Background: an optimization exercise with open tools, aiming at small area and few clock cycles per item. Do not read the settings as production practice. Only simulation tests tie the RTL to the original design; equivalence was not proved. No activity file was given, so power comes from the tool's default toggle rates.

<file path="flow/run.sh">
#!/bin/bash
# synth_recipe.tcl (not shown) runs the flow's synth.tcl, then flattens the netlist and writes it again
# the make line also repeats each setting of config.mk as NAME=value (left out here)
make -C /OpenROAD-flow-scripts/flow DESIGN_CONFIG=/design/flow/config.mk WORK_HOME=/design/flow/orfs CLKGATE_MAP_FILE= SYNTH_SCRIPT=/design/flow/synth_recipe.tcl finish
</file>
<file path="flow/config.mk">
export PLATFORM = sky130hd
export DESIGN_NAME = pcs_tx_top
export DESIGN_NICKNAME = pcs_tx_top
export VERILOG_FILES = /design/flow/design.v
export SDC_FILE = /design/flow/constraint.sdc
export NUM_CORES = 4
export LEC_CHECK = 0
export CAP_MARGIN = 20
export CORE_MARGIN = 2
export CORE_UTILIZATION = 40
export SLEW_MARGIN = 20
</file>
<file path="flow/constraint.sdc">
create_clock -name core_clock -period 6.4 [get_ports {CLK}]
set_input_delay 1.2800 -clock core_clock [delete_from_list [all_inputs] [get_ports {CLK}]]
set_output_delay 1.2800 -clock core_clock [all_outputs]
set_load 0.01 [all_outputs]
</file>
<file path="flow/design.v">
  localparam int lane_width = 8;
  localparam int lane_count = 8;
  localparam int code_w     = 7;  
  localparam logic [1:0] kind_data  = 2'd0;
  localparam logic [1:0] kind_ctrl  = 2'd1;
  localparam logic [1:0] kind_start = 2'd2;
  localparam logic [1:0] kind_term  = 2'd3;
  localparam logic [lane_width-1:0] char_idle    = 8'h07;
  localparam logic [lane_width-1:0] char_start   = 8'hfb;
  localparam logic [lane_width-1:0] char_term    = 8'hfd;
  localparam logic [lane_width-1:0] char_error   = 8'hfe;
  localparam logic [lane_width-1:0] char_order   = 8'h9c;  
  localparam logic [lane_width-1:0] char_fsig    = 8'h5c;  
  localparam logic [lane_width-1:0] char_idle_r  = 8'h1c;
  localparam logic [lane_width-1:0] char_idle_a  = 8'h7c;
  localparam logic [lane_width-1:0] char_idle_k  = 8'hbc;
  localparam logic [lane_width-1:0] char_code_3c = 8'h3c;
  localparam logic [lane_width-1:0] char_code_dc = 8'hdc;
  localparam logic [lane_width-1:0] char_code_f7 = 8'hf7;
  localparam logic [6:0] ctl_idle   = 7'h00;
  localparam logic [6:0] ctl_idle_a = 7'h4b;
  localparam logic [6:0] ctl_idle_k = 7'h55;
  localparam logic [6:0] ctl_idle_r = 7'h2d;
  localparam logic [6:0] ctl_3c     = 7'h33;
  localparam logic [6:0] ctl_dc     = 7'h66;
  localparam logic [6:0] ctl_f7     = 7'h78;
  localparam logic [6:0] ctl_error  = 7'h1e;
  localparam int block_width   = 66;
  localparam int payload_width = 64;
  localparam int scram_width   = 58;
  localparam logic [1:0] sync_data = 2'b10;
  localparam logic [1:0] sync_ctrl = 2'b01;
  localparam logic [3:0] order_fsig = 4'hf;
  localparam logic [7:0] type_ctrl       = 8'h1e;  
  localparam logic [7:0] type_ctrl_ord   = 8'h2d;
  localparam logic [7:0] type_ctrl_start = 8'h33;
  localparam logic [7:0] type_ord_start  = 8'h66;
  localparam logic [7:0] type_ord_ord    = 8'h55;
  localparam logic [7:0] type_start      = 8'h78;
  localparam logic [7:0] type_ord_ctrl   = 8'h4b;
  localparam logic [63:0] type_term = 64'hff_e1_d2_cc_b4_aa_99_87;
`timescale 1ns/1ps
module control_lane_decoder (
  input  logic [7:0] lane_char,
  input  logic       is_ctrl,
  output logic [1:0] lane_kind,
  output logic       is_order,
  output logic       is_fsig,
  output logic [6:0] ctl_code
);
  localparam int lane_width = 8;
  localparam int lane_count = 8;
  localparam int code_w     = 7;  
  localparam logic [1:0] kind_data  = 2'd0;
  localparam logic [1:0] kind_ctrl  = 2'd1;
  localparam logic [1:0] kind_start = 2'd2;
  localparam logic [1:0] kind_term  = 2'd3;
  localparam logic [lane_width-1:0] char_idle    = 8'h07;
  localparam logic [lane_width-1:0] char_start   = 8'hfb;
  localparam logic [lane_width-1:0] char_term    = 8'hfd;
  localparam logic [lane_width-1:0] char_error   = 8'hfe;
  localparam logic [lane_width-1:0] char_order   = 8'h9c;  
  localparam logic [lane_width-1:0] char_fsig    = 8'h5c;  
  localparam logic [lane_width-1:0] char_idle_r  = 8'h1c;
  localparam logic [lane_width-1:0] char_idle_a  = 8'h7c;
  localparam logic [lane_width-1:0] char_idle_k  = 8'hbc;
  localparam logic [lane_width-1:0] char_code_3c = 8'h3c;
  localparam logic [lane_width-1:0] char_code_dc = 8'hdc;
  localparam logic [lane_width-1:0] char_code_f7 = 8'hf7;
  localparam logic [6:0] ctl_idle   = 7'h00;
  localparam logic [6:0] ctl_idle_a = 7'h4b;
  localparam logic [6:0] ctl_idle_k = 7'h55;
  localparam logic [6:0] ctl_idle_r = 7'h2d;
  localparam logic [6:0] ctl_3c     = 7'h33;
  localparam logic [6:0] ctl_dc     = 7'h66;
  localparam logic [6:0] ctl_f7     = 7'h78;
  localparam logic [6:0] ctl_error  = 7'h1e;
  localparam int block_width   = 66;
  localparam int payload_width = 64;
  localparam int scram_width   = 58;
  localparam logic [1:0] sync_data = 2'b10;
  localparam logic [1:0] sync_ctrl = 2'b01;
  localparam logic [3:0] order_fsig = 4'hf;
  localparam logic [7:0] type_ctrl       = 8'h1e;  
  localparam logic [7:0] type_ctrl_ord   = 8'h2d;
  localparam logic [7:0] type_ctrl_start = 8'h33;
  localparam logic [7:0] type_ord_start  = 8'h66;
  localparam logic [7:0] type_ord_ord    = 8'h55;
  localparam logic [7:0] type_start      = 8'h78;
  localparam logic [7:0] type_ord_ctrl   = 8'h4b;
  localparam logic [63:0] type_term = 64'hff_e1_d2_cc_b4_aa_99_87;
  always_comb
  begin
    lane_kind = kind_ctrl;
    is_order = 1'b0;
    is_fsig = 1'b0;
    ctl_code = ctl_error;  
    if (!is_ctrl)
    begin
      lane_kind = kind_data;
      ctl_code = ctl_idle;
    end
    else
      case (lane_char)
        char_start:   lane_kind = kind_start;
        char_term:    lane_kind = kind_term;
        char_order:   is_order = 1'b1;
        char_fsig:
        begin
          is_order = 1'b1;
          is_fsig = 1'b1;
        end
        char_idle:    ctl_code = ctl_idle;
        char_idle_a:  ctl_code = ctl_idle_a;
        char_idle_k:  ctl_code = ctl_idle_k;
        char_idle_r:  ctl_code = ctl_idle_r;
        char_code_3c: ctl_code = ctl_3c;
        char_code_dc: ctl_code = ctl_dc;
        char_code_f7: ctl_code = ctl_f7;
        default:      ctl_code = ctl_error;
      endcase
  end
endmodule
`timescale 1ns/1ps
module block_encoder (
  input  logic        CLK,
  input  logic        reset,
  input  logic        in_valid,
  input  logic [63:0] in_data,
  input  logic [7:0]  in_ctrl,
  output logic        blk_valid,
  output logic [65:0] blk_block
);
  localparam int lane_width = 8;
  localparam int lane_count = 8;
  localparam int code_w     = 7;  
  localparam logic [1:0] kind_data  = 2'd0;
  localparam logic [1:0] kind_ctrl  = 2'd1;
  localparam logic [1:0] kind_start = 2'd2;
  localparam logic [1:0] kind_term  = 2'd3;
  localparam logic [lane_width-1:0] char_idle    = 8'h07;
  localparam logic [lane_width-1:0] char_start   = 8'hfb;
  localparam logic [lane_width-1:0] char_term    = 8'hfd;
  localparam logic [lane_width-1:0] char_error   = 8'hfe;
  localparam logic [lane_width-1:0] char_order   = 8'h9c;  
  localparam logic [lane_width-1:0] char_fsig    = 8'h5c;  
  localparam logic [lane_width-1:0] char_idle_r  = 8'h1c;
  localparam logic [lane_width-1:0] char_idle_a  = 8'h7c;
  localparam logic [lane_width-1:0] char_idle_k  = 8'hbc;
  localparam logic [lane_width-1:0] char_code_3c = 8'h3c;
  localparam logic [lane_width-1:0] char_code_dc = 8'hdc;
  localparam logic [lane_width-1:0] char_code_f7 = 8'hf7;
  localparam logic [6:0] ctl_idle   = 7'h00;
  localparam logic [6:0] ctl_idle_a = 7'h4b;
  localparam logic [6:0] ctl_idle_k = 7'h55;
  localparam logic [6:0] ctl_idle_r = 7'h2d;
  localparam logic [6:0] ctl_3c     = 7'h33;
  localparam logic [6:0] ctl_dc     = 7'h66;
  localparam logic [6:0] ctl_f7     = 7'h78;
  localparam logic [6:0] ctl_error  = 7'h1e;
  localparam int block_width   = 66;
  localparam int payload_width = 64;
  localparam int scram_width   = 58;
  localparam logic [1:0] sync_data = 2'b10;
  localparam logic [1:0] sync_ctrl = 2'b01;
  localparam logic [3:0] order_fsig = 4'hf;
  localparam logic [7:0] type_ctrl       = 8'h1e;  
  localparam logic [7:0] type_ctrl_ord   = 8'h2d;
  localparam logic [7:0] type_ctrl_start = 8'h33;
  localparam logic [7:0] type_ord_start  = 8'h66;
  localparam logic [7:0] type_ord_ord    = 8'h55;
  localparam logic [7:0] type_start      = 8'h78;
  localparam logic [7:0] type_ord_ctrl   = 8'h4b;
  localparam logic [63:0] type_term = 64'hff_e1_d2_cc_b4_aa_99_87;
  localparam logic [lane_count-1:0] off_lanes = 8'b1110_1110;
  logic [1:0]                   lane_kind [lane_count];
  logic [lane_count-1:0]        is_order;
  logic [lane_count-1:0]        is_fsig;
  logic [lane_count*code_w-1:0] codes;
  logic [lane_count-1:0]        data_l;
  logic [lane_count-1:0]        cntl_l;
  logic [lane_count-1:0]        term_l;
  logic [lane_count-1:0]        start_l;
  logic [lane_count-1:0]        term_fmt;
  logic                         pos_bad;
  logic [3:0]                   order0;
  logic [3:0]                   order4;
  logic [lane_count*code_w-1:0] term_field;
  logic [7:0]                   term_type;
  logic [block_width-1:0]       blk_next;
  for (genvar i = 0; i < lane_count; i++)
  begin : g_lane
    localparam logic [lane_count-1:0] below = (1 << i) - 1;
    localparam logic [lane_count-1:0] above = ~((2 << i) - 1);
    control_lane_decoder decoder_i (
      .lane_char (in_data[i*lane_width +: lane_width]),
      .is_ctrl   (in_ctrl[i]),
      .lane_kind (lane_kind[i]),
      .is_order  (is_order[i]),
      .is_fsig   (is_fsig[i]),
      .ctl_code  (codes[i*code_w +: code_w])
    );
    assign data_l[i] = lane_kind[i] == kind_data;
    assign cntl_l[i] = lane_kind[i] == kind_ctrl && !is_order[i];
    assign term_l[i] = lane_kind[i] == kind_term;
    assign start_l[i] = lane_kind[i] == kind_start;
    assign term_fmt[i] = term_l[i] && &(data_l | ~below) && &(cntl_l | ~above);
  end
  assign pos_bad = |((start_l | is_order) & off_lanes);
  assign order0 = is_fsig[0] ? order_fsig : 4'h0;
  assign order4 = is_fsig[4] ? order_fsig : 4'h0;
  always_comb
  begin
    term_type = type_term[7:0];
    term_field = '0;
    for (int t = 0; t < lane_count; t++)
      if (term_fmt[t])
      begin
        term_type = type_term[8*t +: 8];
        for (int i = 0; i < lane_count; i++)
          if (i < t)
            term_field[i*lane_width +: lane_width] = in_data[i*lane_width +: lane_width];
          else if (i > t)
            term_field[i*code_w +: code_w] = codes[i*code_w +: code_w];
      end
  end
  always_comb
  begin
    blk_next = {{lane_count{ctl_error}}, type_ctrl, sync_ctrl};  
    if (in_ctrl == '0)
      blk_next = {in_data, sync_data};
    else if (!pos_bad)
    begin
      if (&cntl_l)
        blk_next = {codes, type_ctrl, sync_ctrl};
      else if (&cntl_l[3:0] && is_order[4] && &data_l[7:5])
        blk_next = {in_data[63:40], order4, codes[27:0], type_ctrl_ord, sync_ctrl};
      else if (&cntl_l[3:0] && start_l[4] && &data_l[7:5])
        blk_next = {in_data[63:40], 4'h0, codes[27:0], type_ctrl_start, sync_ctrl};
      else if (is_order[0] && &data_l[3:1] && start_l[4] && &data_l[7:5])
        blk_next = {in_data[63:40], 4'h0, order0, in_data[31:8], type_ord_start, sync_ctrl};
      else if (is_order[0] && &data_l[3:1] && is_order[4] && &data_l[7:5])
        blk_next = {in_data[63:40], order4, order0, in_data[31:8], type_ord_ord, sync_ctrl};
      else if (start_l[0] && &data_l[7:1])
        blk_next = {in_data[63:8], type_start, sync_ctrl};
      else if (is_order[0] && &data_l[3:1] && &cntl_l[7:4])
        blk_next = {codes[55:28], order0, in_data[31:8], type_ord_ctrl, sync_ctrl};
      else if (|term_fmt)
        blk_next = {term_field, term_type, sync_ctrl};
    end
  end
  always_ff @(posedge CLK)
  begin
    if (reset)
      blk_valid <= 1'b0;
    else
      blk_valid <= in_valid;
    if (in_valid)
      blk_block <= blk_next;
  end
endmodule
`timescale 1ns/1ps
module block_fifo #(
  parameter int DEPTH = 4,
  parameter int WIDTH = 66
) (
  input  logic             CLK,
  input  logic             reset,
  input  logic             wr_valid,
  input  logic [WIDTH-1:0] wr_data,
  output logic             fifo_valid,
  output logic [WIDTH-1:0] fifo_data,
  input  logic             pop,
  output logic             credit
);
  localparam int ptr_w = DEPTH > 1 ? $clog2(DEPTH) : 1;
  localparam int cnt_w = $clog2(DEPTH + 1);
  logic [WIDTH-1:0] mem [DEPTH];
  logic [ptr_w-1:0] rd_ptr;
  logic [ptr_w-1:0] wr_ptr;
  logic [cnt_w-1:0] count;
  logic             do_pop;
  function automatic logic [ptr_w-1:0] next_ptr(input logic [ptr_w-1:0] ptr);
    next_ptr = ptr == DEPTH - 1 ? {ptr_w{1'b0}} : ptr + 1'b1;
  endfunction
  assign fifo_valid = count != '0;
  assign fifo_data = mem[rd_ptr];
  assign do_pop = pop && fifo_valid;
  assign credit = do_pop;  
  always_ff @(posedge CLK)
  begin
    if (reset)
    begin
      rd_ptr <= '0;
      wr_ptr <= '0;
      count <= '0;
    end
    else
    begin
      if (wr_valid)
        wr_ptr <= next_ptr(wr_ptr);
      if (do_pop)
        rd_ptr <= next_ptr(rd_ptr);
      if (wr_valid && !do_pop)
        count <= count + 1'b1;
      else if (!wr_valid && do_pop)
        count <= count - 1'b1;
    end
    if (wr_valid)
      mem[wr_ptr] <= wr_data;
  end
endmodule
`timescale 1ns/1ps
module block_scrambler #(
  parameter int OUT_CREDITS = 4
) (
  input  logic                  CLK,
  input  logic                  reset,
  input  logic                  fifo_valid,
  input  logic [65:0]           fifo_block,
  output logic                  fifo_pop,
  input  logic                  out_credit,
  output logic                  out_valid,
  output logic [65:0]           out_block
);
  localparam int lane_width = 8;
  localparam int lane_count = 8;
  localparam int code_w     = 7;  
  localparam logic [1:0] kind_data  = 2'd0;
  localparam logic [1:0] kind_ctrl  = 2'd1;
  localparam logic [1:0] kind_start = 2'd2;
  localparam logic [1:0] kind_term  = 2'd3;
  localparam logic [lane_width-1:0] char_idle    = 8'h07;
  localparam logic [lane_width-1:0] char_start   = 8'hfb;
  localparam logic [lane_width-1:0] char_term    = 8'hfd;
  localparam logic [lane_width-1:0] char_error   = 8'hfe;
  localparam logic [lane_width-1:0] char_order   = 8'h9c;  
  localparam logic [lane_width-1:0] char_fsig    = 8'h5c;  
  localparam logic [lane_width-1:0] char_idle_r  = 8'h1c;
  localparam logic [lane_width-1:0] char_idle_a  = 8'h7c;
  localparam logic [lane_width-1:0] char_idle_k  = 8'hbc;
  localparam logic [lane_width-1:0] char_code_3c = 8'h3c;
  localparam logic [lane_width-1:0] char_code_dc = 8'hdc;
  localparam logic [lane_width-1:0] char_code_f7 = 8'hf7;
  localparam logic [6:0] ctl_idle   = 7'h00;
  localparam logic [6:0] ctl_idle_a = 7'h4b;
  localparam logic [6:0] ctl_idle_k = 7'h55;
  localparam logic [6:0] ctl_idle_r = 7'h2d;
  localparam logic [6:0] ctl_3c     = 7'h33;
  localparam logic [6:0] ctl_dc     = 7'h66;
  localparam logic [6:0] ctl_f7     = 7'h78;
  localparam logic [6:0] ctl_error  = 7'h1e;
  localparam int block_width   = 66;
  localparam int payload_width = 64;
  localparam int scram_width   = 58;
  localparam logic [1:0] sync_data = 2'b10;
  localparam logic [1:0] sync_ctrl = 2'b01;
  localparam logic [3:0] order_fsig = 4'hf;
  localparam logic [7:0] type_ctrl       = 8'h1e;  
  localparam logic [7:0] type_ctrl_ord   = 8'h2d;
  localparam logic [7:0] type_ctrl_start = 8'h33;
  localparam logic [7:0] type_ord_start  = 8'h66;
  localparam logic [7:0] type_ord_ord    = 8'h55;
  localparam logic [7:0] type_start      = 8'h78;
  localparam logic [7:0] type_ord_ctrl   = 8'h4b;
  localparam logic [63:0] type_term = 64'hff_e1_d2_cc_b4_aa_99_87;
  localparam int cnt_w = $clog2(OUT_CREDITS + 1);
  localparam int tap = 39;  
  localparam int chain_w = scram_width + payload_width;
  logic [cnt_w-1:0]       credits;
  logic [scram_width-1:0] state;
  logic [chain_w-1:0]     chain;
  assign fifo_pop = fifo_valid && credits != '0;
  always_comb
  begin
    chain = '0;
    chain[scram_width-1:0] = state;
    for (int i = 0; i < payload_width; i++)
      chain[scram_width + i] = fifo_block[2 + i] ^ chain[scram_width - tap + i] ^ chain[i];
  end
  always_ff @(posedge CLK)
  begin
    if (reset)
      credits <= OUT_CREDITS;
    else if (fifo_pop && !out_credit)
      credits <= credits - 1'b1;
    else if (!fifo_pop && out_credit)
      credits <= credits + 1'b1;
  end
  always_ff @(posedge CLK)
  begin
    if (reset)
    begin
      out_valid <= 1'b0;
      state <= '0;
    end
    else
    begin
      out_valid <= fifo_pop;
      if (fifo_pop)
        state <= chain[chain_w-1 -: scram_width];  
    end
    if (fifo_pop)
      out_block <= {chain[chain_w-1 -: payload_width], fifo_block[1:0]};
  end
endmodule
`timescale 1ns/1ps
module pcs_tx_top #(
  parameter int DEPTH = 4,
  parameter int OUT_CREDITS = 4
) (
  input  logic        CLK,
  input  logic        reset,
  input  logic        in_valid,
  input  logic [63:0] in_data,
  input  logic [7:0]  in_ctrl,
  output logic        in_credit,
  input  logic        out_credit,
  output logic        out_valid,
  output logic [65:0] out_block
);
  localparam int lane_width = 8;
  localparam int lane_count = 8;
  localparam int code_w     = 7;  
  localparam logic [1:0] kind_data  = 2'd0;
  localparam logic [1:0] kind_ctrl  = 2'd1;
  localparam logic [1:0] kind_start = 2'd2;
  localparam logic [1:0] kind_term  = 2'd3;
  localparam logic [lane_width-1:0] char_idle    = 8'h07;
  localparam logic [lane_width-1:0] char_start   = 8'hfb;
  localparam logic [lane_width-1:0] char_term    = 8'hfd;
  localparam logic [lane_width-1:0] char_error   = 8'hfe;
  localparam logic [lane_width-1:0] char_order   = 8'h9c;  
  localparam logic [lane_width-1:0] char_fsig    = 8'h5c;  
  localparam logic [lane_width-1:0] char_idle_r  = 8'h1c;
  localparam logic [lane_width-1:0] char_idle_a  = 8'h7c;
  localparam logic [lane_width-1:0] char_idle_k  = 8'hbc;
  localparam logic [lane_width-1:0] char_code_3c = 8'h3c;
  localparam logic [lane_width-1:0] char_code_dc = 8'hdc;
  localparam logic [lane_width-1:0] char_code_f7 = 8'hf7;
  localparam logic [6:0] ctl_idle   = 7'h00;
  localparam logic [6:0] ctl_idle_a = 7'h4b;
  localparam logic [6:0] ctl_idle_k = 7'h55;
  localparam logic [6:0] ctl_idle_r = 7'h2d;
  localparam logic [6:0] ctl_3c     = 7'h33;
  localparam logic [6:0] ctl_dc     = 7'h66;
  localparam logic [6:0] ctl_f7     = 7'h78;
  localparam logic [6:0] ctl_error  = 7'h1e;
  localparam int block_width   = 66;
  localparam int payload_width = 64;
  localparam int scram_width   = 58;
  localparam logic [1:0] sync_data = 2'b10;
  localparam logic [1:0] sync_ctrl = 2'b01;
  localparam logic [3:0] order_fsig = 4'hf;
  localparam logic [7:0] type_ctrl       = 8'h1e;  
  localparam logic [7:0] type_ctrl_ord   = 8'h2d;
  localparam logic [7:0] type_ctrl_start = 8'h33;
  localparam logic [7:0] type_ord_start  = 8'h66;
  localparam logic [7:0] type_ord_ord    = 8'h55;
  localparam logic [7:0] type_start      = 8'h78;
  localparam logic [7:0] type_ord_ctrl   = 8'h4b;
  localparam logic [63:0] type_term = 64'hff_e1_d2_cc_b4_aa_99_87;
  logic   blk_valid;
  logic [block_width-1:0] blk_block;
  logic   fifo_valid;
  logic [block_width-1:0] fifo_block;
  logic   fifo_pop;
  block_encoder block_encoder_i (
    .CLK       (CLK),
    .reset     (reset),
    .in_valid  (in_valid),
    .in_data   (in_data),
    .in_ctrl   (in_ctrl),
    .blk_valid (blk_valid),
    .blk_block (blk_block)
  );
  block_fifo #(
    .DEPTH (DEPTH),
    .WIDTH (block_width)
  ) block_fifo_i (
    .CLK        (CLK),
    .reset      (reset),
    .wr_valid   (blk_valid),
    .wr_data    (blk_block),
    .fifo_valid (fifo_valid),
    .fifo_data  (fifo_block),
    .pop        (fifo_pop),
    .credit     (in_credit)
  );
  block_scrambler #(
    .OUT_CREDITS (OUT_CREDITS)
  ) block_scrambler_i (
    .CLK        (CLK),
    .reset      (reset),
    .fifo_valid (fifo_valid),
    .fifo_block (fifo_block),
    .fifo_pop   (fifo_pop),
    .out_credit (out_credit),
    .out_valid  (out_valid),
    .out_block  (out_block)
  );
endmodule
</file>
==> results.sh <==
export IMPL_reg2regPathDepth=10
export IMPL_antenna_found_initial=0
export IMPL_dp_hpwl_mm=42.9
export IMPL_worstHoldEndpoint="block_scrambler_i.state[11]"
export IMPL_final_nets=1908
export IMPL_gp_congestion=0.948
export IMPL_p_seq_frac=0.414
export IMPL_synthArstFlopShare=0
export IMPL_critPathTopFamily="simple AND/OR/NAND/NOR gates"
export IMPL_die_w_um=238
export IMPL_port_buffer_count=143
export IMPL_post_layout_nonfiller_instances=2555
export IMPL_synth_compound_area_frac=0.0938
export IMPL_required_ns=6.79
export IMPL_synth_top_area_share=0.543
export IMPL_slew_violations=0
export IMPL_hold_worst_slack_ns=0.468
export IMPL_cap_violations=0
export IMPL_avgSynthCellArea_um2=12.8
export IMPL_ys_warn_count=5
export IMPL_path_clk_slew_ns=0.06
export IMPL_holdCritStartpoint="block_scrambler_i.state[11]"
export IMPL_root_buffer="clkbuf_16"
export IMPL_yosys_area_share_simple=0.124
export IMPL_fmax_mhz=211
export IMPL_slew_headroom=0.279
export IMPL_synth_top_cell_by_area="edfxtp_1"
export IMPL_grt_usage=0.212
export IMPL_startpoint_type="input port"
export IMPL_synth_cell_types=92
export IMPL_cts_buffers=45
export IMPL_htree_levels=2
export IMPL_clock_sinks=468
export IMPL_power_switching_uw=3300
export IMPL_pre_cts_ws_ns=1.23
export IMPL_grt_pass1_vias=14132
export IMPL_wl_per_cell_um=23.6
export IMPL_wl_mm=60.2
export IMPL_cp_common_cell="or4_1"
export IMPL_core_area_um2=53900
export IMPL_comb_power_share=0.329
export IMPL_internal_power_uw=7010
export IMPL_finalSetupViolCount=0
export IMPL_path_max_fanout=16
export IMPL_setup_tns_ns=0
export IMPL_hold_buffers=0
export IMPL_synthMuxAreaShare=0.0830
export IMPL_switching_share=0.320
export IMPL_diodes=0
export IMPL_final_fill_count=4749
export IMPL_hp_class="flip-flop to flip-flop"
export IMPL_ys_seq_elements=468
export IMPL_critPathKind="input port to flip-flop"
export IMPL_cts_resized_gates=0
export IMPL_status="finished clean"
export IMPL_drive_gt1_frac=0.108
export IMPL_worstPathCellList="clkdlybuf4s50_1, nand4bb_1, or4_1, nand3_2, or4_1, nor4_2, or2_1, a221o_1"
export IMPL_via_count=14603
export IMPL_r2r_start="block_fifo_i.count[0]"
export IMPL_postRouteAntennaNets=0
export IMPL_start_util=0.406
export IMPL_rows=85
export IMPL_p_leak_uw=0.00826
export IMPL_grt_max_degree=71
export IMPL_synth_ff_type="edfxtp_1"
export IMPL_clock_path_buffers=3
export IMPL_die_height_um=238
export IMPL_finalHoldViolCount=0
export IMPL_cts_tree="done"
export IMPL_dr_pass1_iters=6
export IMPL_synth_xor_area_share=0.0600
export IMPL_die_area_um2=56600
export IMPL_p_per_area_nw_per_um2=405
export IMPL_viasPerCell=5.72
export IMPL_worstPathArrival_ns=5.12
export IMPL_peakVddDrop_uv=276
export IMPL_critPathSlowestCell="or4_1"
export IMPL_overflow=0
export IMPL_period_minus_slack_ns=4.73
export IMPL_post_route_drc_count=0
export IMPL_finalCritPeriodShare=0.739
export IMPL_end_kind="flip-flop"
export IMPL_num_io_pins=144
export IMPL_clk_latency_ns=0.55
export IMPL_holdPathStages=2
export IMPL_clkPwrFrac=0.257
export IMPL_r2r_slack_ns=3.00
export IMPL_skew_ns=0.0177
export IMPL_post_cts_setup_buffer_count=0
export IMPL_syn_nets=1798
export IMPL_synth_area_um2=21900
export IMPL_worstMarginPinSlew_ns=1.08
export IMPL_layout_setup_ws_ns=1.67
export IMPL_syn2layout_area_growth_pct=16.3
export IMPL_grt_pass1_wl_mm=90.4
export IMPL_drtIter0Drc=1408
export IMPL_rsz0062_at_grt="false"
export IMPL_cpPeakStageDelay_ns=0.91
export IMPL_ys_seq_area_frac=0.609
export IMPL_synth_fa_ha_area_frac=0.00583
export IMPL_synthCells=1713
export IMPL_timing_rr_end="block_scrambler_i.credits[2]"
export IMPL_synth_top_family_by_area="simple AND/OR/NAND/NOR gates"
export IMPL_ys_top_cells_by_area="edfxtp_1, mux4_2, dfxtp_1"
export IMPL_place_inst=2472
export IMPL_synth_edf_count=396
export IMPL_crit_buf_inv=1
## state kept, by name, summed over array words and instances, names as in the netlist, named ones only
| name | count |
|---|---|
| block_fifo_i.mem | 264 |
| block_encoder_i.blk_block | 66 |
| block_scrambler_i.out_block | 66 |
| block_scrambler_i.state | 58 |
| block_fifo_i.count | 3 |
| block_scrambler_i.credits | 3 |
| block_fifo_i.rd_ptr | 2 |
| block_fifo_i.wr_ptr | 2 |
| block_encoder_i.blk_valid | 1 |
| block_scrambler_i.out_valid | 1 |
## cell families (layout without fill, tap and decap cells)
kind of cell	count (synthesis)	in the layout
xor gates and xnor gates	150	150
adders and majority gates	9	9
muxes	99	99
DFF	468	468
AOI/OAI and AO/OA	320	320
buffers and inverters	135	281
and+or+nand+nor	532	532
## power by group through the flow
| stage | combinational [uW] | sequential [uW] | clock (uW) |
|---|---|---|---|
| floorplan | 2030 | 4360 | 0 |
| global placement | 3390 | 4330 | 0 |
| detailed placement | 3420 | 4350 | 0 |
| CTS | 3430 | 4280 | 2700 |
| global route | 3650 | 4330 | 2840 |
| finish | 3390 | 4270 | 2650 |
## cell type report
cell class                      count  area [um2]  share of cell area
Sequential cell                   468       13300               0.524
Multi-Input combinational cell   1110        8040               0.316
Timing Repair Buffer              165        1590              0.0623
Clock buffer                       54        1230              0.0484
Tap cell                          696         871              0.0342
Clock inverter                     29         263              0.0103
Inverter                           33         126             0.00496
## worst reg2reg max path: cells and delay by family, from the launching register on
kind | cells | cell delay [ns]
buffers and inverters | 3 | 1.11
adders and majority gates | 2 | 0.76
and+or+nand+nor | 2 | 0.63
DFF | 1 | 0.40
AOI/OAI and AO/OA | 2 | 0.23
xor gates and xnor gates | 1 | 0.16
## worst max path at each step
stage | startpoint | end | slack (ns) | depth (start not counted)
final | in_data[49] | block_encoder_i.blk_block[10] | 1.67 | 8
after global routing | in_data[63] | block_encoder_i.blk_block[11] | 1.56 | 9
after CTS | in_data[13] | block_encoder_i.blk_block[62] | 1.81 | 9
after detailed placement | in_data[54] | block_encoder_i.blk_block[62] | 1.23 | 9
after global placement | in_data[13] | block_encoder_i.blk_block[62] | 1.23 | 9
after floorplan | block_fifo_i.count[0] | block_scrambler_i.credits[2] | 1.66 | 10
## layer usage
layer | track usage | part of all wire | vias to the layer above
li1 | - | - | 6708
met1 | 0.306 | 0.45 | 7214
met5 | 0 | 0 | -
met4 | 0.0595 | 0.025 | 0
met3 | 0.0238 | 0.055 | 97
met2 | 0.341 | 0.47 | 584
## layout by cell type, fill, tap and decap left out, types with 22 or more instances in the layout
master | synthesis | routed
clkbuf_16 | 0 | 47
mux2i_1 | 32 | 32
nor3_1 | 36 | 35
clkdlybuf4s50_1 | 0 | 141
dfxtp_1 | 72 | 70
o21ai_0 | 62 | 62
inv_1 | 32 | 32
edfxtp_1 | 396 | 396
nand2_1 | 172 | 172
nand3_1 | 43 | 43
xor2_1 | 30 | 30
xnor2_1 | 120 | 120
a21oi_1 | 97 | 97
buf_4 | 2 | 22
nor2_1 | 112 | 112
mux4_2 | 66 | 66
## stage by stage
stage / utilization / instance area (um2) / power (uW)
floorplan: - / 21900 / 6390
global placement: 0.444 / 24000 / 7720
detailed placement: 0.444 / 24000 / 7770
CTS: 0.472 / 25500 / 10400
global route: 0.472 / 25500 / 10800
finish: 0.472 / 25500 / 10300
## cell usage after synthesis, types with 19 or more instances
| cell | n |
|---|---|
| nor3_1 | 36 |
| clkbuf_1 | 73 |
| dfxtp_1 | 72 |
| mux2i_1 | 32 |
| xor2_1 | 30 |
| o21ai_0 | 62 |
| inv_1 | 32 |
| edfxtp_1 | 396 |
| a21oi_1 | 97 |
| nor2_1 | 112 |
| xnor2_1 | 120 |
| mux4_2 | 66 |
| a31oi_1 | 19 |
| nand2_1 | 172 |
| nand3_1 | 43 |
| a22oi_1 | 19 |
Testbench counts, summed over its fixed seeds: cycles 12,024, words 12,000.

static timing again, ports no longer ideal:
How much do the figures lean on ideal ports? The routed layout below was timed once more, with nothing changed but the port constraints.
Step 1 sets driving cells, clkbuf_16 on the clock port and buf_2 on the other inputs (assumed; they add their load-dependent delay and slew).
Step 2 also shifts input and output timing later by t, the mid clock arrival at the registers, as if the neighbouring blocks saw the same clock.
Slacks: ideal / step 1 / step 2; pairs: ideal / step 1.
shift t [ns]: 0.594
setup slack, ns: 1.672 / 1.702 / 1.108
cell pins on the clock port's net: 1
After both steps setup and hold are still met in this run. The setup slack of this run moves by +0.030 ns with the drivers and by -0.564 ns with both steps.
